Context: an optimization exercise on an open-source flow, tuned for small area and a short achievable clock period. The choices shown serve that exercise and are no tape-out recipe.
Only simulation tests tie the RTL to the original design; equivalence was not proved.
No activity file was given, so power comes from the tool's default toggle rates.

==> design.v <==
package typedef_collection;
  localparam int unsigned REGSIZE = 8;
  typedef logic [REGSIZE-1:0] DEFAULT_TYPE;
  typedef enum logic [1:0] {
    MEMORY_STAY  = 2'b00,
    MEMORY_READ  = 2'b01,
    MEMORY_WRITE = 2'b10
  } MEMORY_FLAG_TYPE;
  typedef enum logic {
    CLEAR = 1'b0,
    READY = 1'b1
  } MEMORY_STATE_TYPE;
endpackage
module memory_array (
  input  logic         CLOCK,
  input  logic [255:0] sel_write,   
  input  logic [255:0] sel_load,    
  input  logic [7:0]   load_data,
  input  logic [7:0]   cpu_data,
  input  logic [255:0] sel_read,    
  input  logic [7:0]   rd_extra,
  output logic [7:0]   rdata
);
  logic [7:0] mem [256];
  genvar w;
  generate
    for (w = 0; w < 256; w++) begin : g_word
      always_ff @(posedge CLOCK)
        if (sel_write[w]) mem[w] <= sel_load[w] ? load_data : cpu_data;
    end
  endgenerate
  always_comb begin
    rdata = rd_extra;
    for (int i = 0; i < 256; i++) rdata = rdata | ({8{sel_read[i]}} & mem[i]);
  end
endmodule
module memory_responder (
  input  logic            CLOCK,
  input  logic            RESET,
  input  logic [1:0]      ctrl_bus,
  input  logic [7:0]      addr_bus,
  input  logic [7:0]      write_bus,
  output logic [7:0]      read_bus,
  input  logic            load_valid,
  input  logic [7:0]      load_addr,
  input  logic [7:0]      load_data,
  output logic            mem_ready,
  output logic [7:0]      io_out,
  output logic [7:0]      write_count
);
  logic         state;
  logic [7:0]   clear_ptr;
  logic [15:0]  a_hi, a_lo, r_hi, l_hi, l_lo, c_hi, c_lo;
  logic [255:0] sel_read, sel_load, sel_write;
  logic [7:0]   cpu_data;
  logic [7:0]   rdata_c;
  logic         clr_c, cpu_wr_c, load_we_c, cpu_we_c, rd_c;
  assign clr_c     = RESET || !state;
  assign cpu_wr_c  = !clr_c && (ctrl_bus == typedef_collection::MEMORY_WRITE);
  assign load_we_c = !clr_c && load_valid;
  assign cpu_we_c  = cpu_wr_c && !(load_valid && (load_addr == addr_bus));
  assign cpu_data  = write_bus & {8{!clr_c}};
  assign rd_c      = !RESET && (ctrl_bus == typedef_collection::MEMORY_READ);
  always_comb begin
    for (int j = 0; j < 16; j++) begin
      a_hi[j] = (addr_bus[7:4] == 4'(j));
      a_lo[j] = (addr_bus[3:0] == 4'(j));
      r_hi[j] = rd_c && a_hi[j];
      l_hi[j] = load_we_c && (load_addr[7:4] == 4'(j));
      l_lo[j] = (load_addr[3:0] == 4'(j));
      c_hi[j] = clr_c || (cpu_wr_c && a_hi[j]);
      c_lo[j] = clr_c || a_lo[j];
    end
  end
  always_comb begin
    for (int i = 0; i < 256; i++) begin
      sel_read[i] = r_hi[i / 16] && a_lo[i % 16];
      sel_load[i] = l_hi[i / 16] && l_lo[i % 16];
      sel_write[i] = sel_load[i] || (c_hi[i / 16] && c_lo[i % 16]);
    end
  end
  memory_array u_array (
    .CLOCK     (CLOCK),
    .sel_write (sel_write),
    .sel_load  (sel_load),
    .load_data (load_data),
    .cpu_data  (cpu_data),
    .sel_read  (sel_read),
    .rd_extra  (read_bus & {8{!RESET && (ctrl_bus != typedef_collection::MEMORY_READ)}}),
    .rdata     (rdata_c)
  );
  always_ff @(posedge CLOCK) read_bus <= rdata_c;
  always_ff @(posedge CLOCK) begin
    if (RESET) begin
      state       <= 1'b0;
      clear_ptr   <= '0;
      io_out      <= '0;
      write_count <= '0;
      mem_ready   <= 1'b0;
    end else if (!state) begin
      clear_ptr <= clear_ptr + 8'd1;
      if (clear_ptr == 8'hFF) begin
        state     <= 1'b1;
        mem_ready <= 1'b1;
      end
    end else begin
      if (cpu_we_c) begin
        if (write_count != 8'hFF) write_count <= write_count + 8'd1;
        if (addr_bus == 8'hFF) io_out <= write_bus;
      end
    end
  end
endmodule
==> flow/run.sh <==
#!/bin/bash
set -euo pipefail
bash standard.sh \
  "BUFFER_PORTS_ARGS=-buffer_cell sky130_fd_sc_hd__buf_4" \
  "CTS_ARGS=-sink_clustering_enable -repair_clock_nets -dont_use_dummy_load -sink_clustering_size 24 -sink_clustering_max_diameter 100" \
  finish > orfs_make.log 2>&1
==> standard.sh <==
#!/bin/bash
# synth_recipe.tcl (not shown) runs the flow's synth.tcl, then flattens the netlist and writes it again
# the make line also repeats each setting of config.mk as NAME=value (left out here)
make -C /OpenROAD-flow-scripts/flow DESIGN_CONFIG=/design/flow/config.mk WORK_HOME=/design/flow/orfs CLKGATE_MAP_FILE= SYNTH_SCRIPT=/design/flow/synth_recipe.tcl "${@:-finish}"
==> config.mk <==
export PLATFORM = sky130hd
export DESIGN_NAME = memory_responder
export DESIGN_NICKNAME = memory_responder
export VERILOG_FILES = /design/flow/design.v
export SDC_FILE = /design/flow/constraint.sdc
export NUM_CORES = 4
export LEC_CHECK = 0
export CAP_MARGIN = 20
export CORE_MARGIN = 2
export CORE_UTILIZATION = 50
export SETUP_SLACK_MARGIN = 1.5
export SLEW_MARGIN = 20
export SYNTH_HIERARCHICAL = 1
export TNS_END_PERCENT = 0
==> constraint.sdc <==
create_clock -name core_clock -period 4.0 [get_ports {CLOCK}]
set_input_delay 0.8000 -clock core_clock [delete_from_list [all_inputs] [get_ports {CLOCK}]]
set_output_delay 0.8000 -clock core_clock [all_outputs]
set_load 0.01 [all_outputs]
==> results of run 1 <==
==> how the worst max path moves through the flow <==
stage / end / slack, ps / cells after the start
3_3_place_gp: read_bus[3]$_DFF_P_ / -1020 / 13
4_1_cts: read_bus[0]$_DFF_P_ / 1030 / 14
3_5_place_dp: read_bus[3]$_DFF_P_ / -980 / 15
2_1_floorplan: read_bus[0]$_DFF_P_ / 1230 / 13
==> modules after synthesis, one instance, submodules excluded <==
| module | area (sq um) | cells |
|---|---|---|
| memory_array | 98400 | 6336 |
| memory_responder | 6550 | 1244 |
==> power by group through the flow <==
stage,sequential [mW],clock [mW],combinational [mW]
CTS,23.5,11.8,1.06
detailed placement,24.0,0,1.03
global placement,24.0,0,1.03
floorplan,24.0,0,0.364
==> per-stage QoR <==
step	cells	instance area, sq um
after global placement	10900	120000
after floorplan	7580	105000
after detailed placement	10900	120000
after CTS	11100	124000
==> timing repair <==
item,4_1_cts
setup buffers,44
endpoints found under the setup margin,3690
pin swaps,39
hold buffers,0
gates resized for setup,261
gates cloned,2
==> kinds of logic after synthesis <==
| kind of cell | count (synthesis) |
|---|---|
| buffers and inverters | 1158 |
| adder cells (fa/ha/maj) | 2 |
| AND/OR/NAND/NOR | 939 |
| XOR/XNOR | 13 |
| flip-flops | 2082 |
| multiplexers | 2057 |
| AO/OA/AOI/OAI | 1329 |
==> routing by layer <==
layer,GRT usage (%),GRT overflow
met1,80.0,7
met2,86.2,76
met3,69.1,3
met4,69.6,49
met5,54.5,1
==> impl_results.md, run 1 <==
- Outcome: stopped before the end
- Failing step: global routing (5_1_grt)
- Stop err: [ERROR GRT-0116] Global routing finished with congestion. Check the congestion regions in the DRC Viewer.
- Max clock buf depth: 3
- Synthesis warning total: 9
- Syn Area/Cell: 13.8 sq um
- Global-route usage over all layers: between 70 and 80%
- Post-synth top area share: just under 60%
- Dpl ws: -983 ps
- IO Pins: 62
- Main synth FF type: edfxtp_1
- PortBufs: 61
- Die Span Y: ~460 microns
- Synth top area cells: edfxtp_1 (59%), mux2_2 (22%), a22oi_1 (3.1%)
- H-tree levels: 3
- Global-route wire length before repair: 1060000 microns
- Area leader, netlist: edfxtp_1
- Dpl hpwl: 573000 microns
- Async SR Flop Fraction: 0%
- Simple-gate share of the synthesized area: 4.21%
- FF+latch count, synth: between 2000 and 2500
- Std-Cell Rows: between 150 and 200
- Largest net degree at the start of global routing: 79
- Commonest cells post-synth: edfxtp_1 (2048), mux2_2 (2048), clkbuf_1 (825)
- Synth cell types: between 50 and 60
- Grt ovf: ~140
- Placer congestion estimate: ~1.4
- Initial Util: about 50%
- Synth Area in Compound Gates: between 9 and 10%
- Clock root cell: clkbuf_16
- Vias in the first global route: ~94000
- Synthesized area: roughly 100000 sq um
- Mux contribution to synthesized area: 22.1%
- Largest family of logic cells by synthesized area: multiplexers
- Cells after synthesis: around 7600
- Clock buffer count from CTS: between 100 and 150
- Sequential area share after synthesis: 59.3%
- CTS sink cnt: 2082
- Xor/xnor share of the synthesized area: less than 1%
- Die width: between 400 and 500 microns
- Adder-Cell Fraction of Synth Area: less than 1%
- Post-synth EDFFs: between 2000 and 2500
==> run 2: changes to the inputs <==
--- a/design.v
+++ b/design.v
@@ -17,2 +17,3 @@
   input  logic [255:0] sel_load,    
+  input  logic [255:0] sel_cpu,     
   input  logic [7:0]   load_data,
@@ -28,3 +29,4 @@
       always_ff @(posedge CLOCK)
-        if (sel_write[w]) mem[w] <= sel_load[w] ? load_data : cpu_data;
+        if (sel_write[w])
+          mem[w] <= ({8{sel_load[w]}} & load_data) | ({8{sel_cpu[w]}} & cpu_data);
     end
@@ -53,3 +55,3 @@
   logic [15:0]  a_hi, a_lo, r_hi, l_hi, l_lo, c_hi, c_lo;
-  logic [255:0] sel_read, sel_load, sel_write;
+  logic [255:0] sel_read, sel_load, sel_cpu, sel_write;
   logic [7:0]   cpu_data;
@@ -78,2 +80,3 @@
       sel_load[i] = l_hi[i / 16] && l_lo[i % 16];
+      sel_cpu[i]   = c_hi[i / 16] && c_lo[i % 16] && !sel_load[i];
       sel_write[i] = sel_load[i] || (c_hi[i / 16] && c_lo[i % 16]);
@@ -85,2 +88,3 @@
     .sel_load  (sel_load),
+    .sel_cpu   (sel_cpu),
     .load_data (load_data),
==> run 2 against run 1 <==
Compared with the run above:
- the run again fails in global routing (5_1_grt)
- synthesized cell count is 7.6% higher
- synthesized area fell by 2.5%
==> impl_results.md, run 2 <==
- Async SR Flop Fraction: 0%
- Post-synth EDFFs: roughly 2000
- Most frequent cell after synthesis: a22o_1
- PortBufs: between 60 and 70
- CTS sink cnt: about 2100
- H-tree levels: 3
- Synth cell types: between 50 and 60
- Commonest cells post-synth: a22o_1 (2335), edfxtp_1 (2048), clkbuf_1 (839)
- FF+latch count, synth: approximately 2100
- Synthesis warning total: 9
- Post-place instance area: 116000 sq um
- IO Pins: 62
- Stop err: [ERROR GRT-0116] Global routing finished with congestion. Check the congestion regions in the DRC Viewer.
- Largest net degree at the start of global routing: between 80 and 90
- Clock buffer count from CTS: 103
- Area leader, netlist: edfxtp_1
- Dpl ws: -1140 ps
- Initial Util: 50.4%
- Max clock buf depth: 3
- Failing step: global routing (5_1_grt)
- Grt ovf: between 1500 and 2000
- Sequential area share after synthesis: between 60% and 70%
- Die width: 456 microns
- Cells after synthesis: a little over 8000
- Global-route wire length before repair: about 1200000 microns
- Vias in the first global route: 108000
- Global-route usage over all layers: a little under nine tenths
- Placer congestion estimate: 1.54
- Post-Place Cells: approximately 11000
- Synth top area cells: edfxtp_1 (60%), a22o_1 (20%), a22oi_1 (3.2%)
- Die Span Y: 456 microns
- Dpl hpwl: 602000 microns
- Outcome: stopped before the end
- Main synth FF type: edfxtp_1
- Syn Area/Cell: roughly 13 sq um
- Std-Cell Rows: 165
- Post-synth top area share: roughly 60%
- Clock root cell: clkbuf_16
- Synthesized area: just over 100000 sq um
run 2: cell count changes after synthesis, sizes merged, moves of 2 or more:
cell	previous run	this run
a22o	288	2336
a31oi	5	12
and2	24	19
and2b	5	3
buf	327	628
clkbuf	826	840
mux2	2048	2
nand4	175	172
nor2b	13	17
nor3	5	261
nor3b	3	5
o311ai	7	4
run 2: modules after synthesis, one instance, submodules excluded:
module            times used  area (sq um)  flip-flops and latches
memory_responder           1          8070                      34
memory_array               1         94200                    2048
run 2: worst max-delay path by stage:
stage | startpoint | endpoint | slack, ps | depth (start not counted)
2_1_floorplan | addr_bus[7] | read_bus[3]$_DFF_P_ | 1280 | 12
3_5_place_dp | addr_bus[7] | read_bus[4]$_DFF_P_ | -1140 | 13
3_3_place_gp | addr_bus[7] | read_bus[4]$_DFF_P_ | -1200 | 13
4_1_cts | addr_bus[6] | read_bus[0]$_DFF_P_ | 1140 | 14
run 2: per-layer routing:
layer	overflow	track usage, %
met5	10	59.0
met2	984	93.1
met4	616	78.3
met1	173	88.1
met3	163	80.2
run 2: power by group through the flow:
stage | combinational (mW) | clock, mW | sequential [mW]
4_1_cts | 1.19 | 11.6 | 23.5
3_5_place_dp | 1.14 | 0 | 24.0
3_3_place_gp | 1.14 | 0 | 24.0
2_1_floorplan | 0.451 | 0 | 24.0
run 2: cell families after synthesis:
| logic type | Yosys count | synth area share (%) |
|---|---|---|
| AOI/OAI and AO/OA | 3381 | 27.8 |
| adders and majority gates | 2 | 0.0245 |
| and+or+nand+nor | 1195 | 5.54 |
| xor gates and xnor gates | 12 | 0.154 |
| buffers and inverters | 1472 | 5.58 |
| DFF | 2082 | 60.8 |
| muxes | 11 | 0.114 |
run 2: timing repair:
item | 4_1_cts
resized for setup | 276
cloned | 3
hold buffers | 0
pin swaps | 45
endpoints found under the setup margin | 3818
setup buffers | 71
==> run 3: changes to the inputs <==
==> run.sh (new file) <==
#!/bin/bash
# synth_recipe.tcl (not shown) runs the flow's synth.tcl, then flattens the netlist and writes it again
# the make line also repeats each setting of config.mk as NAME=value (left out here)
make -C /OpenROAD-flow-scripts/flow DESIGN_CONFIG=/design/flow/config.mk WORK_HOME=/design/flow/orfs CLKGATE_MAP_FILE= SYNTH_SCRIPT=/design/flow/synth_recipe.tcl finish
--- a/config.mk
+++ b/config.mk
@@ -10,2 +10,4 @@
 export CORE_UTILIZATION = 50
+export CTS_CLUSTER_DIAMETER = 100
+export CTS_CLUSTER_SIZE = 24
 export SETUP_SLACK_MARGIN = 1.5
removed: flow/run.sh
removed: standard.sh
==> run 3 against run 2 <==
Compared with the run above:
- the flow again stops in global routing (5_1_grt)
- synthesized area is the same
- synthesized cell count is the same
==> impl_results.md, run 3 <==
- Post-synth EDFFs: 2048
- Syn Area/Cell: roughly 13 sq um
- H-tree levels: 3
- Vias in the first global route: 110000
- Main synth FF type: edfxtp_1
- Synthesis warning total: 9
- Post-synth top area share: about 60%
- Clock root cell: clkbuf_16
- Commonest cells post-synth: a22o_1 (2335), edfxtp_1 (2048), clkbuf_1 (839)
- Most frequent cell after synthesis: a22o_1
- Stop err: [ERROR GRT-0116] Global routing finished with congestion. Check the congestion regions in the DRC Viewer.
- Failing step: global routing (5_1_grt)
- Dpl hpwl: between 600000 and 700000 microns
- Largest net degree at the start of global routing: 94
- Die Span Y: approximately 460 microns
- PortBufs: between 60 and 70
- Sequential area share after synthesis: 60.8%
- Synth top area cells: edfxtp_1 (60%), a22o_1 (20%), a22oi_1 (3.2%)
- Area leader, netlist: edfxtp_1
- Clock buffer count from CTS: a little over 100
- Global-route usage over all layers: 85.7%
- CTS sink cnt: 2082
- Grt ovf: 2063
- Die width: between 400 and 500 microns
- Cells after synthesis: 8155
- Outcome: stopped before the end
- Max clock buf depth: 3
- IO Pins: a little over 60
- Synth cell types: between 50 and 60
- Async SR Flop Fraction: 0%
- Synthesized area: 102000 sq um
- Std-Cell Rows: approximately 170
- Post-place instance area: between 100000 and 150000 sq um
- Post-Place Cells: approximately 11000
- Initial Util: 50.4%
- Placer congestion estimate: around 1.5
- FF+latch count, synth: between 2000 and 2500
- Global-route wire length before repair: between 1000000 and 1500000 microns
[run 3: how the worst min path moves through the flow]
stage / startpoint / to / slack (ps) / cells past startpoint
2_1_floorplan: clear_ptr[6]$_SDFFE_PP0N_ / clear_ptr[6]$_SDFFE_PP0N_ / 450 / 2
3_3_place_gp: clear_ptr[6]$_SDFFE_PP0N_ / clear_ptr[6]$_SDFFE_PP0N_ / 460 / 2
3_5_place_dp: mem_ready$_SDFFE_PP0P_ / mem_ready$_SDFFE_PP0P_ / 460 / 2
4_1_cts: RESET / write_count[7]$_SDFFE_PP0P_ / 400 / 3
[run 3: kinds of logic after synthesis]
family / count (synthesis) / synth area share, %
multiplexers: 11 / 0.114
adder cells (fa/ha/maj): 2 / 0.0245
AND/OR/NAND/NOR: 1195 / 5.54
AO/OA/AOI/OAI: 3381 / 27.8
buffers and inverters: 1472 / 5.58
XOR/XNOR: 12 / 0.154
flip-flops: 2082 / 60.8
[run 3: power groups by stage]
stage	clock (mW)	sequential, mW	combinational (mW)
2_1_floorplan	0	24.0	0.451
3_3_place_gp	0	24.0	1.19
3_5_place_dp	0	24.0	1.19
4_1_cts	12.2	23.5	1.27
[run 3: what timing repair did]
action	4_1_cts
buffers inserted	57
hold endpoints to repair	0
cloned	3
pin swaps	59
setup endpoints to repair	3844
gates resized for setup	427
hold buffers	0
[run 3: per-stage QoR]
stage | setup WS, ps | utilization [%]
4_1_cts | 1100 | 61.6
3_5_place_dp | -1030 | 59.1
3_3_place_gp | -1090 | 58.9
2_1_floorplan | 1280 | -
[run 3: per-module statistics from Yosys (local to each module, per instance)]
module,cells,flops+latches,copies in the design
memory_array,6592,2048,1
memory_responder,1563,34,1
[run 3: layer usage]
layer	track usage, %	overflow
met1	88.1	107
met2	93.7	1143
met3	79.6	154
met5	61.0	17
met4	77.6	642
==> run 4: changes to the inputs <==
--- a/design.v
+++ b/design.v
@@ -25,3 +25,4 @@
   logic [7:0] mem [256];
-  genvar w;
+  logic [7:0] grp_n [86];           
+  genvar w, g;
   generate
@@ -32,2 +33,18 @@
     end
+    for (g = 0; g < 85; g++) begin : g_grp
+      read_group u_grp (
+        .sel   (sel_read[3*g+2:3*g]),
+        .word0 (mem[3*g]),
+        .word1 (mem[3*g+1]),
+        .word2 (mem[3*g+2]),
+        .out_n (grp_n[g])
+      );
+    end
+    read_group u_grp_last (
+      .sel   ({2'b00, sel_read[255]}),
+      .word0 (mem[255]),
+      .word1 (8'h00),
+      .word2 (8'h00),
+      .out_n (grp_n[85])
+    );
   endgenerate
@@ -35,4 +52,13 @@
     rdata = rd_extra;
-    for (int i = 0; i < 256; i++) rdata = rdata | ({8{sel_read[i]}} & mem[i]);
+    for (int i = 0; i < 86; i++) rdata = rdata | ~grp_n[i];
   end
+endmodule
+module read_group (
+  input  logic [2:0] sel,
+  input  logic [7:0] word0,
+  input  logic [7:0] word1,
+  input  logic [7:0] word2,
+  output logic [7:0] out_n
+);
+  assign out_n = ~(({8{sel[0]}} & word0) | ({8{sel[1]}} & word1) | ({8{sel[2]}} & word2));
 endmodule
==> flow/run.sh (new file) <==
#!/bin/bash
set -euo pipefail
bash standard.sh \
  "BUFFER_PORTS_ARGS=-buffer_cell sky130_fd_sc_hd__buf_4" \
  "CTS_ARGS=-sink_clustering_enable -repair_clock_nets -dont_use_dummy_load -sink_clustering_size 24 -sink_clustering_max_diameter 100" \
  finish > orfs_make.log 2>&1
==> standard.sh (new file) <==
#!/bin/bash
# synth_recipe.tcl (not shown) runs the flow's synth.tcl, then flattens the netlist and writes it again
# the make line also repeats each setting of config.mk as NAME=value (left out here)
make -C /OpenROAD-flow-scripts/flow DESIGN_CONFIG=/design/flow/config.mk WORK_HOME=/design/flow/orfs CLKGATE_MAP_FILE= SYNTH_SCRIPT=/design/flow/synth_recipe.tcl "${@:-finish}"
--- a/config.mk
+++ b/config.mk
@@ -10,4 +10,2 @@
 export CORE_UTILIZATION = 50
-export CTS_CLUSTER_DIAMETER = 100
-export CTS_CLUSTER_SIZE = 24
 export SETUP_SLACK_MARGIN = 1.5
removed: run.sh
==> run 4 against run 3 <==
Compared with the run above:
- now clean on timing, DRC and antenna
- synthesized area shrank 0.89%
- synthesized cell count shrank 5.2%
==> impl_results.md, run 4 <==
- Outcome: complete, no violations
- Syn Area/Cell: ~13 sq um
- Final ANT Viol Nets: 0
- Synth top area cells: edfxtp_1 (61%), a22o_1 (18%), a222oi_1 (6.8%)
- Hold depth: 3
- Largest reg by FF count: u_array.mem
- Commonest cells post-synth: a22o_1 (2048), edfxtp_1 (2048), a222oi_1 (688)
- Tcrit/Tclk final: between 70% and 80%
- Reg2Reg Depth: 7
- Clock buffer count from CTS: 100
- Max-Cap Viols: 0
- Total power: between 30 and 40 mW
- Vias: about 81000
- Final Util: a little under three fifths
- Vias in the first global route: ~74000
- Std-Cell Rows: ~170
- WHS Endpoint: io_out[1]$_SDFFE_PP0P_
- Global-route wire length before repair: about 570000 microns
- Area of the multi-input gates: around 34000 sq um
- WP data required: 4720 ps
- CP Launch Type: primary input
- Reg2reg end: u_array.mem[254][7]$_DFFE_PP_
- Global-route usage over all layers: ~40%
- Drt first-iter violations: ~17000
- Clk_skew: around 120 ps
- CTS tree: yes
- Pwr per Cell Area: between 300 and 400 nW/um^2
- Reg2reg setup slack: 1050 ps
- IO Pins: 62
- Placer congestion estimate: between 1 and 1.5
- FF+latch count, synth: between 2000 and 2500
- Sequential area share after synthesis: about three fifths
- Layout fillers: about 16000
- Max VDD drop: between 0.3 and 0.4 mV
- Post-Place Cells: between 10000 and 15000
- Slew @ Worst Pin: 1210 ps
- Post-Layout Cell Count: approximately 10000
- Largest net degree at the start of global routing: ~80
- Cells after synthesis: 7728
- Final worst slack: between 800 and 900 ps
- Most frequent cells in the layout: a22o_1 (2048), edfxtp_1 (2048), buf_4 (954)
- Origin of the critical flop-to-flop path: state$_SDFF_PP0_
- Launch point of the worst hold path: write_bus[1]
- Worst Setup End Kind: flip-flop
- Post-place instance area: approximately 110000 sq um
- Setup_tns: 0 ps
- Drt wl/cell: approximately 40 microns
- Clock Latency Late Sink: approximately 830 ps
- Final net count: roughly 7600
- Initial antenna violation count: 25
- Total Routed Length: slightly above 400000 microns
- Arr. time, crit path: between 3000 and 4000 ps
- Dpl ws: -578 ps
- Finished layout cell area: between 100000 and 150000 sq um
- Final Slew Violations: 0
- Vias per cell: between 7 and 8
- HP Class: primary input to flip-flop
- Drt first pass iters: 13
- Die Span Y: 454 microns
- Hold-fix buffers at CTS: 0
- Die area: approximately 210000 sq um
- Synthesis warning total: 11
- Final Hold Fails: 0
- Register area: ~62000 sq um
- Max clock buf depth: 3
- Max reg flops: 2048
- Post-synth top area share: 60.7%
- Synthesized area: around 100000 sq um
- Synth cell types: 58
- P_leak: 42.7 nW
- Crit Path Max Fanout: 9
- Clock root cell: clkbuf_16
- Hold_ws: roughly 270 ps
- Main synth FF type: edfxtp_1
- RSZ-0062 raised after global routing: yes
- Grt ovf: 0
- Area leader, netlist: edfxtp_1
- Area grow syn2layout: 11.3%
- Post-synth EDFFs: slightly above 2000
- Min cycle time layout: 3140 ps
- CTS sink cnt: ~2100
- Slew headroom: around a fifth
- Initial Util: 50.2%
- Async SR Flop Fraction: 0%
- Layout cells sized above 1: about 19%
- DRC viols: 0
- Die width: approximately 450 microns
- Dpl hpwl: 265000 microns
- Final setup vio count: 0
- Core box area: ~200000 sq um
- Fmax: 318 MHz
- Clock transition at path regs: 100 ps
- H-tree levels: 3
- CP Class: primary input to flip-flop
- PortBufs: roughly 60
run 4: worst max-delay path: stages:
cell and delay [ps]:
buf_4 140, buf_4 210, nand3_4 290, buf_4 370, nor2_1 90, buf_4 170, a222oi_1 510, buf_4 210
nand3_1 340, nor4_1 460, buf_4 190, nand3_2 70
run 4: modules after synthesis (local to each module, per instance):
| module | area [sq um] | flops+latches | copies in the design |
|---|---|---|---|
| read_group | 90.1 | 0 | 86 |
| memory_responder | 8220 | 34 | 1 |
| memory_array | 85400 | 2048 | 1 |
run 4: cell type report:
cell class / instances / area share (%)
flip-flops and latches: 2082 / 55.1
multi-input cells: 4281 / 30.3
repair buffers: 1133 / 9.38
well taps: 2672 / 2.96
clock buffers: 100 / 2.22
diodes: 16 / 0.0355
inverters: 3 / 0.0166
run 4: what timing repair did:
item,CTS,global route
cloned,2,0
setup endpoints to repair,3557,2853
pin swaps,88,17
gates resized for setup,191,15
buffers inserted,54,5
run 4: worst max path at each step:
stage / cells after the start / endpoint / slack, ps / startpoint
finish: 12 / read_bus[6]$_DFF_P_ / 860 / addr_bus[1]
global route: 13 / read_bus[1]$_DFF_P_ / 970 / addr_bus[7]
CTS: 12 / read_bus[7]$_DFF_P_ / 1140 / addr_bus[7]
detailed placement: 13 / read_bus[7]$_DFF_P_ / -580 / addr_bus[6]
global placement: 12 / read_bus[0]$_DFF_P_ / -1040 / ctrl_bus[1]
floorplan: 12 / read_bus[6]$_DFF_P_ / 1350 / addr_bus[0]
run 4: power by group:
part,leakage (nW),internal (mW),total [mW],switching [mW]
clock,1.23,4.46,11.4,6.94
combinational,15.9,0.290,1.31,1.02
sequential,25.6,23.6,23.6,0.0246
run 4: metal layers:
metal	GRT usage, %	vias to the layer above	share of wire [%]
met4	24.7	16	7.4
met1	51.1	40200	35
met3	9.48	1301	13
met2	58.3	7001	44
met5	0	-	0.025
li1	-	32100	-
run 4: cell families (layout without fill, tap and decap cells):
kind of cell             after synthesis  count (layout)  share of synthesized area [%]
AND/OR/NAND/NOR                     1186            1187                           5.63
XOR/XNOR                              15              15                          0.130
flip-flops                          2082            2082                           61.4
multiplexers                           3               3                         0.0296
other                                  1              34                        0.00370
adder cells (fa/ha/maj)                2               2                         0.0247
AO/OA/AOI/OAI                       3055            3056                           26.5
buffers and inverters               1384            1236                           6.33
==> run 5: changes to the inputs <==
--- a/config.mk
+++ b/config.mk
@@ -7,2 +7,3 @@
 export LEC_CHECK = 0
+export ABC_AREA = 1
 export CAP_MARGIN = 20
==> run 5 against run 4 <==
Compared with the run above:
- fmax up 9.0%
- largest power group unchanged
- count of clock-buffer cells in the layout up 5
- worst hold slack got worse by 29 ps
- power is 1.2% higher
- non-clock buffer count fell by 416
- utilization down 2.6 points
- still clean
- combinational power grew 5%
- critical path depth decreased by 2
- final area up 4.9%
- first-iteration DRC count is 18% lower
- flip-flop and latch count is the same
==> impl_results.md, run 5 <==
- Max clock buf depth: 3
- Placer congestion estimate: roughly 0.96
- Area grow syn2layout: 6.13%
- Drt first pass iters: 9
- Drt wl/cell: approximately 30 microns
- CP Class: primary input to flip-flop
- Max-Cap Viols: 0
- Outcome: complete, no violations
- Tcrit/Tclk final: a little over 70%
- Area leader, netlist: edfxtp_1
- CTS tree: yes
- Sequential power share: between 60% and 70%
- Pwr per Cell Area: about 310 nW/um^2
- Sequential area share after synthesis: approximately 56%
- Comb pwr share: between 3 and 4%
- Final Slew Violations: 0
- Synth cell types: 31
- WP data required: ~4400 ps
- CP Launch Type: primary input
- Global-route wire length before repair: between 600000 and 700000 microns
- Setup_tns: 0 ps
- Post-place instance area: between 100000 and 150000 sq um
- Drt first-iter violations: 14200
- Synthesized area: roughly 110000 sq um
- Clk_skew: between 60 and 70 ps
- Die width: 476 microns
- Largest reg by FF count: u_array.mem
- Max VDD drop: roughly 0.36 mV
- Layout fillers: 20300
- Cell-internal power: roughly 28 mW
- Dpl hpwl: between 200000 and 300000 microns
- Synthesis warning total: 11
- Async SR Flop Fraction: 0%
- Fmax: roughly 350 MHz
- Finished layout cell area: ~120000 sq um
- Initial Util: between 50 and 60%
- Die Span Y: between 400 and 500 microns
- Final Hold Fails: 0
- Dpl ws: -400 ps
- Final setup vio count: 0
- Final ANT Viol Nets: 0
- Initial antenna violation count: 23
- DRC viols: 0
- HP Class: primary input to flip-flop
- Origin of the critical flop-to-flop path: state$_SDFF_PP0_
- Hold_ws: approximately 240 ps
- Total Routed Length: about 430000 microns
- Hold-fix buffers at CTS: 0
- Grt ovf: 0
- CTS sink cnt: roughly 2100
- Std-Cell Rows: 173
- Synth top area cells: edfxtp_1 (55%), o22ai_1 (13%), nand2_1 (10%)
- Clock buffer count from CTS: about 110
- Final net count: roughly 12000
- Switching share of power: 22.5%
- Clock root cell: clkbuf_16
- Die area: between 200000 and 250000 sq um
- Vias in the first global route: around 87000
- Most frequent cell after synthesis: nand2_1
- FF+latch count, synth: 2082
- Post-synth EDFFs: 2048
- RSZ-0062 raised after global routing: yes
- Min cycle time layout: roughly 2900 ps
- Worst Setup End Kind: flip-flop
- Clock Latency Late Sink: 840 ps
- Final worst slack: 1110 ps
- Most common cell after layout, fill and taps aside: nand2_1
- Global-route usage over all layers: a little under two fifths
- IO Pins: 62
- H-tree levels: 3
- CP startpoint: RESET
- Arr. time, crit path: between 3000 and 4000 ps
- Slew headroom: between 10% and 20%
- Most frequent cells in the layout: nand2_1 (2976), o22ai_1 (2229), edfxtp_1 (2048)
- Syn Area/Cell: about 9.4 sq um
- Crit Path Max Fanout: 28
- Max reg flops: 2048
- Vias per cell: between 6 and 7
- Cells after synthesis: 11800
- PortBufs: 61
- Slew @ Worst Pin: 1230 ps
- Clock transition at path regs: 100 ps
- Largest net degree at the start of global routing: 72
- Post-synth top area share: a little under three fifths
- Launch point of the worst hold path: write_bus[1]
- Commonest cells post-synth: nand2_1 (3000), o22ai_1 (2240), edfxtp_1 (2048)
- Vias: 92900
- Clk pwr share: between 30% and 40%
- P_leak: ~57 nW
- Core box area: about 220000 sq um
- Sw Pwr: roughly 8.3 mW
- Layout cells sized above 1: 17.6%
- Main synth FF type: edfxtp_1
## run 5: worst paths after layout
path                                                       to  slack, ps  depth (start not counted)
worst max register to register  u_array.mem[190][5]$_DFFE_PP_       1210                          7
worst min-delay path                   io_out[1]$_SDFFE_PP0P_        240                          3
worst max-delay path            u_array.mem[190][5]$_DFFE_PP_       1110                         10
worst min register to register      clear_ptr[3]$_SDFFE_PP0N_        490                          2
## run 5: metrics by stage
stage / total power [mW] / util (%) / instances
after CTS: 36.6 / 53.2 / 14700
final: 36.7 / 53.3 / 14800
after detailed placement: 25.3 / 51.8 / 14600
after global placement: 25.3 / 51.8 / 14600
after floorplan: 24.7 / - / 11900
after global routing: 37.3 / 53.3 / 14700
## run 5: power groups by stage
stage,Combinational (mW),Clock [mW],Sequential [mW]
floorplan,0.622,0,24.1
global placement,1.28,0,24.1
detailed placement,1.28,0,24.1
CTS,1.29,11.7,23.6
global route,1.34,12.4,23.6
finish,1.37,11.8,23.6
## run 5: timing repair
item	in CTS	in global routing
resized for setup	115	80
pin swaps	3	4
endpoints found under the setup margin	2561	2995
setup buffers	2	4
## run 5: logic make-up after synthesis
| kind of cell | count (synthesis) | share of synthesized area, % |
|---|---|---|
| AND/OR/NAND/NOR | 5131 | 19.8 |
| AO/OA/AOI/OAI | 2330 | 13.0 |
| buffers and inverters | 2286 | 11.4 |
| flip-flops | 2082 | 55.8 |
| XOR/XNOR | 9 | 0.0707 |
| adder cells (fa/ha/maj) | 2 | 0.0224 |
| other | 1 | 0.00336 |
## run 5: area by class of cell
class	instances	area (sq um)	share of cell area, %
antenna	22	55.1	0.0465
sequential	2082	62200	52.5
inverter	1371	5280	4.47
multi-input combinational	7490	37400	31.6
clock buffer	105	2630	2.22
tap	2975	3720	3.15
timing repair buffer	717	7060	5.96
## run 5: worst max-delay path: stages
cell and delay, ps:
buf_4 190, buf_4 240, inv_2 80, nand2_4 120
buf_4 160, buf_12 310, nor2_4 80, inv_1 510
nand2_1 300, o21ai_1 510
## run 5: modules after synthesis (local to each module, per instance)
module	cells inside	flip-flops and latches	area, sq um
memory_array	5681	2048	82500
memory_responder	1774	34	8240
read_group	51	0	241
## run 5: metal layers
layer / up-vias / share of wire, % / GRT usage (%)
li1: 40400 / - / -
met1: 44800 / 36 / 47.0
met2: 6627 / 45 / 57.5
met3: 1141 / 12 / 8.19
met4: 6 / 6.3 / 21.0
met5: - / 0.0079 / 0
==> run 6: changes to the inputs <==
--- a/config.mk
+++ b/config.mk
@@ -7,6 +7,6 @@
 export LEC_CHECK = 0
-export ABC_AREA = 1
 export CAP_MARGIN = 20
 export CORE_MARGIN = 2
-export CORE_UTILIZATION = 50
+export CORE_UTILIZATION = 40
+export PLACE_DENSITY = 0.5
 export SETUP_SLACK_MARGIN = 1.5
==> run 6 against run 5 <==
Compared with the run above:
- flip-flop and latch count unchanged
- largest power group unchanged
- first-iteration DRC count grew 10%
- sequential share of layout area is 1.9 points higher
- synthesized area is 9.1% lower
- combinational power about the same
- non-clock buffer count is 473 higher
==> impl_results.md, run 6 <==
- Outcome: complete, no violations
- Sw Pwr: just over 8 mW
- Clock buffer count from CTS: between 100 and 150
- IO Pins: 62
- Crit Path Max Fanout: 16
- DRC viols: 0
- Cell-internal power: roughly 29 mW
- RSZ-0062 raised after global routing: yes
- Max reg flops: 2048
- Initial antenna violation count: 21
- Main synth FF type: edfxtp_1
- Total Routed Length: ~430000 microns
- Layout fillers: roughly 22000
- Clock Latency Late Sink: between 800 and 900 ps
- CP Class: primary input to flip-flop
- PortBufs: 61
- Adder-Cell Fraction of Synth Area: less than 1%
- Origin of the critical flop-to-flop path: state$_SDFF_PP0_
- Mux contribution to synthesized area: 0.0296%
- Reg2reg setup slack: 1180 ps
- Layout cells sized above 1: 19.5%
- Synth cell types: between 50 and 60
- Xor/xnor share of the synthesized area: less than 1%
- Min cycle time layout: 3120 ps
- Max VDD drop: 0.379 mV
- Slew @ Worst Pin: roughly 1200 ps
- Synthesis warning total: 11
- Reg2reg end: u_array.mem[247][7]$_DFFE_PP_
- Final ANT Viol Nets: 0
- Hold depth: 3
- Reg2Reg Depth: 7
- Dpl hpwl: roughly 270000 microns
- H-tree levels: 3
- Max clock buf depth: 3
- Vias: ~80000
- Most frequent cells in the layout: a22o_1 (2048), edfxtp_1 (2048), buf_4 (1005)
- Sequential area share after synthesis: ~61%
- Synthesized area: about 100000 sq um
- Core box area: 252000 sq um
- Synth top area cells: edfxtp_1 (61%), a22o_1 (18%), a222oi_1 (6.8%)
- Vias in the first global route: 74400
- Largest reg by FF count: u_array.mem
- Async SR Flop Fraction: 0%
- Setup_tns: 0 ps
- Simple-gate share of the synthesized area: 5.63%
- Comb pwr share: about 3.7%
- Launch point of the worst hold path: write_bus[5]
- Largest family of logic cells by synthesized area: compound AO/OA/AOI/OAI gates
- P_leak: around 43 nW
- Syn Area/Cell: between 10 and 15 sq um
- Synth Area in Compound Gates: 26.5%
- Final net count: roughly 7700
- Final Slew Violations: 0
- Cells after synthesis: 7728
- HP Class: primary input to flip-flop
- Hold-fix buffers at CTS: 0
- Clk_skew: around 85 ps
- Dpl ws: -871 ps
- Drt first-iter violations: 15600
- Final Hold Fails: 0
- Hold_ws: approximately 230 ps
- Max-Cap Viols: 0
- Tcrit/Tclk final: around 80%
- Switching share of power: approximately 22%
- Clock transition at path regs: about 100 ps
- Area grow syn2layout: 12.7%
- FF+latch count, synth: around 2100
- CTS tree: yes
- WHS Endpoint: io_out[5]$_SDFFE_PP0P_
- Post-synth top area share: about three fifths
- Die width: about 500 microns
- Global-route usage over all layers: 32.3%
- Placer congestion estimate: a little under 1
- Initial Util: 40.3%
- Arr. time, crit path: 3870 ps
- Slew headroom: between 20% and 30%
- WP data required: around 4800 ps
- Grt ovf: 0
- Total power: approximately 37 mW
- Die Span Y: 507 microns
- CTS sink cnt: between 2000 and 2500
- Fmax: ~320 MHz
- CP Launch Type: primary input
- Final worst slack: between 800 and 900 ps
- Drt first pass iters: 14
- Largest net degree at the start of global routing: 83
- Clock root cell: clkbuf_16
- Pwr per Cell Area: roughly 320 nW/um^2
- Area leader, netlist: edfxtp_1
- Post-synth EDFFs: 2048
- Global-route wire length before repair: 593000 microns
- Std-Cell Rows: approximately 180
- Sequential power share: ~64%
- Clk pwr share: between 30% and 40%
- Commonest cells post-synth: a22o_1 (2048), edfxtp_1 (2048), a222oi_1 (688)
- Drt wl/cell: a little under 40 microns
- Worst Setup End Kind: flip-flop
- CP startpoint: addr_bus[5]
- Die area: 257000 sq um
- Vias per cell: a little over 7
- Final setup vio count: 0
-- run 6: cell types whose count changed in the layout (fill, tap and decap cells not counted), moves of 34 or more --
cell	change
o22ai_1	-1973
nand2_1	-2948
buf_4	+436
nor3_1	+57
inv_2	-114
nor2_2	-712
a222oi_1	+688
a22o_1	+2048
nand4_1	+114
inv_1	-1231
o21ai_1	-34
nand2_2	-262
nor2_1	-296
-- run 6: logic make-up (layout without fill, tap and decap cells) --
group           Yosys count  count (layout)
flops                  2082            2082
simple gates           1186            1187
other cells               1              26
xor+xnor                 15              15
mux                       3               3
buf+inv                1384            1300
fa+ha+maj                 2               2
compound gates         3055            3055
-- run 6: area by class of cell --
class / instances / area [sq um] / share of cell area (%)
flip-flops and latches: 2082 / 62200 / 54.5
inverters: 3 / 16.3 / 0.0142
repair buffers: 1190 / 11100 / 9.70
multi-input cells: 4280 / 34000 / 29.8
well taps: 3348 / 4190 / 3.67
clock buffers: 107 / 2680 / 2.34
diodes: 8 / 20.0 / 0.0175
-- run 6: repair_timing --
action	CTS	global route
setup buffers	49	10
resized for setup	103	57
pin swaps	52	35
setup endpoints to repair	3467	3684
cloned	2	2
-- run 6: how the worst max path moves through the flow --
stage	cells after the start	to	slack (ps)
after floorplan	12	read_bus[6]$_DFF_P_	1350
after global placement	14	read_bus[0]$_DFF_P_	-1290
after detailed placement	12	read_bus[7]$_DFF_P_	-870
after CTS	15	read_bus[6]$_DFF_P_	1040
after global routing	15	read_bus[4]$_DFF_P_	920
final	13	read_bus[7]$_DFF_P_	880
-- run 6: routing by layer --
metal	GRT usage [%]	up-vias	routed length, microns
met5	0	-	72
met2	48.7	5865	189000
met1	44.3	40600	169000
met3	6.81	920	49900
li1	-	32100	-
met4	15.3	10	23100
-- run 6: modules after synthesis (local to each module, per instance) --
| module | flip-flops and latches | cell area (sq um) | cells inside | copies in the design |
|---|---|---|---|---|
| memory_array | 2048 | 85400 | 5297 | 1 |
| memory_responder | 34 | 8220 | 1571 | 1 |
| read_group | 0 | 90.1 | 10 | 86 |
-- run 6: power groups by stage --
stage	registers [mW]	logic (mW)	clock network, mW
2_1_floorplan	24.1	0.522	0
3_3_place_gp	24.1	1.25	0
3_5_place_dp	24.1	1.26	0
4_1_cts	23.6	1.31	11.9
5_1_grt	23.6	1.36	12.6
6_report	23.6	1.37	11.8
-- run 6: critical path, cell delays in order --
cell and delay, ps:
buf_4 200, and2b_4 270, buf_4 150, nand2_1 110
buf_12 220, nor2_1 200, a222oi_1 680, buf_4 220
nand4_1 80, buf_4 190, nor4_2 410, buf_4 200
nand3_1 70
-- run 6: per-stage QoR --
stage / std cells / utilization [%] / instance area, sq um
after floorplan: 7745 / - / 102000
final: 11000 / 45.4 / 114000
after detailed placement: 10800 / 43.8 / 110000
after global routing: 11000 / 45.4 / 114000
after CTS: 11000 / 45.2 / 114000
after global placement: 10800 / 43.8 / 110000
==> run 7: changes to the inputs <==
--- a/config.mk
+++ b/config.mk
@@ -9,4 +9,3 @@
 export CORE_MARGIN = 2
-export CORE_UTILIZATION = 40
-export PLACE_DENSITY = 0.5
+export CORE_UTILIZATION = 55
 export SETUP_SLACK_MARGIN = 1.5
@@ -14,2 +13,2 @@
 export SYNTH_HIERARCHICAL = 1
-export TNS_END_PERCENT = 0
+export TNS_END_PERCENT = 5
==> run 7 against run 6 <==
Compared with the run above:
- critical path depth rose by 2
- clock skew fell by 25 ps
- final area fell by 0.75%
- global-route usage rose by 10 points
- non-clock buffer count fell by 13
- largest power group unchanged
- count of clock-buffer cells in the layout fell by 9
- critical path type unchanged
- via count rose by 1.2%
- setup slack got worse by 66 ps
==> impl_results.md, run 7 <==
- Largest reg by FF count: u_array.mem
- Max VDD drop: around 0.3 mV
- Final worst slack: 814 ps
- Worst Setup End Kind: flip-flop
- Post-synth EDFFs: between 2000 and 2500
- Pwr per Cell Area: ~320 nW/um^2
- Final ANT Viol Nets: 0
- Final Util: about three fifths
- Initial antenna violation count: 18
- Synthesized area: 101000 sq um
- Cells after synthesis: ~7700
- Synth cell types: a little under 60
- Final net count: 7684
- Slew @ Worst Pin: 1210 ps
- Std-Cell Rows: 157
- Dpl hpwl: approximately 260000 microns
- CP startpoint: ctrl_bus[1]
- Layout cells sized above 1: between 20% and 30%
- Die Span Y: 433 microns
- Sequential area share after synthesis: between 60% and 70%
- Layout fillers: 14000
- P_leak: around 43 nW
- PortBufs: between 60 and 70
- Drt wl/cell: 40.5 microns
- RSZ-0062 raised after global routing: yes
- CP Launch Type: primary input
- Global-route wire length before repair: between 500000 and 600000 microns
- Final Hold Fails: 0
- Global-route usage over all layers: 42.5%
- FF+latch count, synth: 2082
- Largest net degree at the start of global routing: 78
- Final setup vio count: 0
- Crit path cell chain: buf_12 > inv_4 > nand3_4 > nor2b_4 > nand2_8 > buf_12 > buf_12 > nor2_4 > a222oi_1 > nand4_1 > nor4_4 > buf_4 > and4_1 > buf_6 > nand3_2
- HP Class: primary input to flip-flop
- H-tree levels: 3
- Min cycle time layout: between 3000 and 4000 ps
- Clock buffer count from CTS: between 90 and 100
- Synthesis warning total: 11
- Outcome: complete, no violations
- Kind of cell adding the most delay to the critical path: simple AND/OR/NAND/NOR gates
- Critical Path Max Stage Delay: 620 ps
- IO Pins: between 60 and 70
- Clock root cell: clkbuf_16
- Clock transition at path regs: ~100 ps
- Clock Latency Late Sink: 810 ps
- Area grow syn2layout: 11.9%
- Most frequent cells in the layout: a22o_1 (2048), edfxtp_1 (2048), buf_4 (983)
- Syn Area/Cell: 13.1 sq um
- Vias: a little over 80000
- Post-synth top area share: 60.7%
- Main synth FF type: edfxtp_1
- Fmax: ~310 MHz
- Launch point of the worst hold path: write_bus[4]
- Slew headroom: ~20%
- Crit Path Max Fanout: 8
- Post-Place Cells: a little under 10000
- Most used cell, CP: buf_12
- Vias in the first global route: 73200
- Dpl ws: -709 ps
- Cell at the slowest stage of the critical path: nor4_4
- DRC viols: 0
- CTS tree: yes
- Core box area: around 180000 sq um
- Max clock buf depth: 3
- Die width: 433 microns
- Final Slew Violations: 0
- CTS sink cnt: between 2000 and 2500
- Initial Util: between 50% and 60%
- Drt first-iter violations: 16700
- Arr. time, crit path: a little under 4000 ps
- Hold_ws: between 200 and 300 ps
- Origin of the critical flop-to-flop path: state$_SDFF_PP0_
- Placer congestion estimate: between 1 and 1.5
- Max reg flops: around 2000
- Clk_skew: 59.5 ps
- Drt first pass iters: 14
- Async SR Flop Fraction: 0%
- Tcrit/Tclk final: between 70% and 80%
- Grt ovf: 0
- Total Routed Length: 410000 microns
- Max-Cap Viols: 0
- Commonest cells post-synth: a22o_1 (2048), edfxtp_1 (2048), a222oi_1 (688)
- Worst path bufs/invs: 6
- WP data required: ~4700 ps
- Vias per cell: 7.95
- Post-Layout Cell Count: ~10000
- Area leader, netlist: edfxtp_1
- Die area: ~190000 sq um
- CP Class: primary input to flip-flop
- Synth top area cells: edfxtp_1 (61%), a22o_1 (18%), a222oi_1 (6.8%)
==> run 7: cell counts after synthesis <==
No cell type changed its count.
==> run 7: per-layer routing <==
layer / global-route usage (%) / share of wire, %
met5: 0 / 0.014
met1: 58.1 / 36
met3: 11.1 / 14
met2: 62.4 / 43
met4: 22.7 / 6.2
==> run 7: cell type report <==
class	instances	area [sq um]	share of cell area, %
antenna	16	40.0	0.0353
clock buffer	98	2450	2.16
multi-input combinational	4283	34400	30.4
sequential	2082	62200	54.9
timing repair buffer	1177	11100	9.81
inverter	3	16.3	0.0144
tap	2464	3080	2.72
==> run 7: final timing paths <==
kind	endpoint	slack (ps)	depth (start not counted)
setup / recovery	read_bus[3]$_DFF_P_	810	15
hold / removal	io_out[4]$_SDFFE_PP0P_	250	3
setup reg to reg	u_array.mem[115][7]$_DFFE_PP_	1230	7
hold reg to reg	io_out[0]$_SDFFE_PP0P_	490	2
==> run 7: power breakdown <==
part	switching [mW]	total, mW	leakage (nW)	internal (mW)
Clock	6.84	11.2	1.21	4.38
Sequential	0.0199	23.6	25.6	23.6
Combinational	1.04	1.36	16.1	0.321
==> run 7: worst reg2reg max path, stage by stage (launching register included) <==
cell      delay (ps)
dfxtp_4          490
nand3b_4         130
nor3b_2          340
nand3_1          210
buf_12           220
nor2_1           530
nor3_1           320
a22o_1           270
==> run 7: stage by stage <==
stage	setup TNS [ps]	instance area, sq um	total power, mW
2_1_floorplan	0	102000	24.6
3_3_place_gp	-4300	109000	25.3
3_5_place_dp	-3660	109000	25.3
4_1_cts	0	113000	36.0
5_1_grt	0	113000	36.7
6_report	0	113000	36.1
==> run 7: cell families after synthesis <==
family / Yosys count / share of synthesized area [%]
compound gates: 3055 / 26.5
xor+xnor: 15 / 0.130
fa+ha+maj: 2 / 0.0247
buf+inv: 1384 / 6.33
flops: 2082 / 61.4
mux: 3 / 0.0296
other cells: 1 / 0.00370
simple gates: 1186 / 5.63
==> run 7: repair_timing <==
action	CTS	global route
setup buffers	72	16
pin swaps	117	45
gates resized for setup	255	50
hold buffers	0	0
setup endpoints to repair	3784	1301
gates cloned	8	0
==> run 7: modules after synthesis (local to each module, per instance) <==
module / flops+latches / area, sq um / cells inside / times used
memory_responder: 34 / 8220 / 1571 / 1
memory_array: 2048 / 85400 / 5297 / 1
read_group: 0 / 90.1 / 10 / 86

## afterwards: timing with drivers on the ports
No port has a modelled driver above. Below, the same layouts with a new extraction and two added sets of constraints.
Step 1: set_driving_cell puts a clkbuf_16 on CLOCK and a buf_2 on each other input, an assumption about the parent block.
Step 2, shift: input delay + t, output delay - t, t = (earliest + latest rising clock arrival at the registers) / 2. This alone moves slack from input paths to output paths.
Slacks: no drivers / after step 1 / after step 2; pairs: no drivers / after step 1.
| run | t (ns) | slack for setup (ns) | latest minus earliest clock arrival (ns) | worst register clock-pin slew, ns |
|---|---|---|---|---|
| run 4 | 0.866 | 0.856 / 0.836 / -0.030 | 0.118 / 0.118 | 0.11 / 0.11 |
| run 5 | 0.891 | 1.115 / 1.119 / 0.227 | 0.086 / 0.087 | 0.11 / 0.11 |
| run 6 | 0.908 | 0.880 / 0.944 / 0.036 | 0.098 / 0.098 | 0.11 / 0.11 |
| run 7 | 0.881 | 0.814 / 0.721 / -0.159 | 0.066 / 0.067 | 0.11 / 0.11 |
With both steps, setup timing fails in run 4 and run 7, where it was met with ideal ports. The setup slack of run 7, which loses most, moves by -0.093 ns with the drivers and by -0.973 ns with both steps.
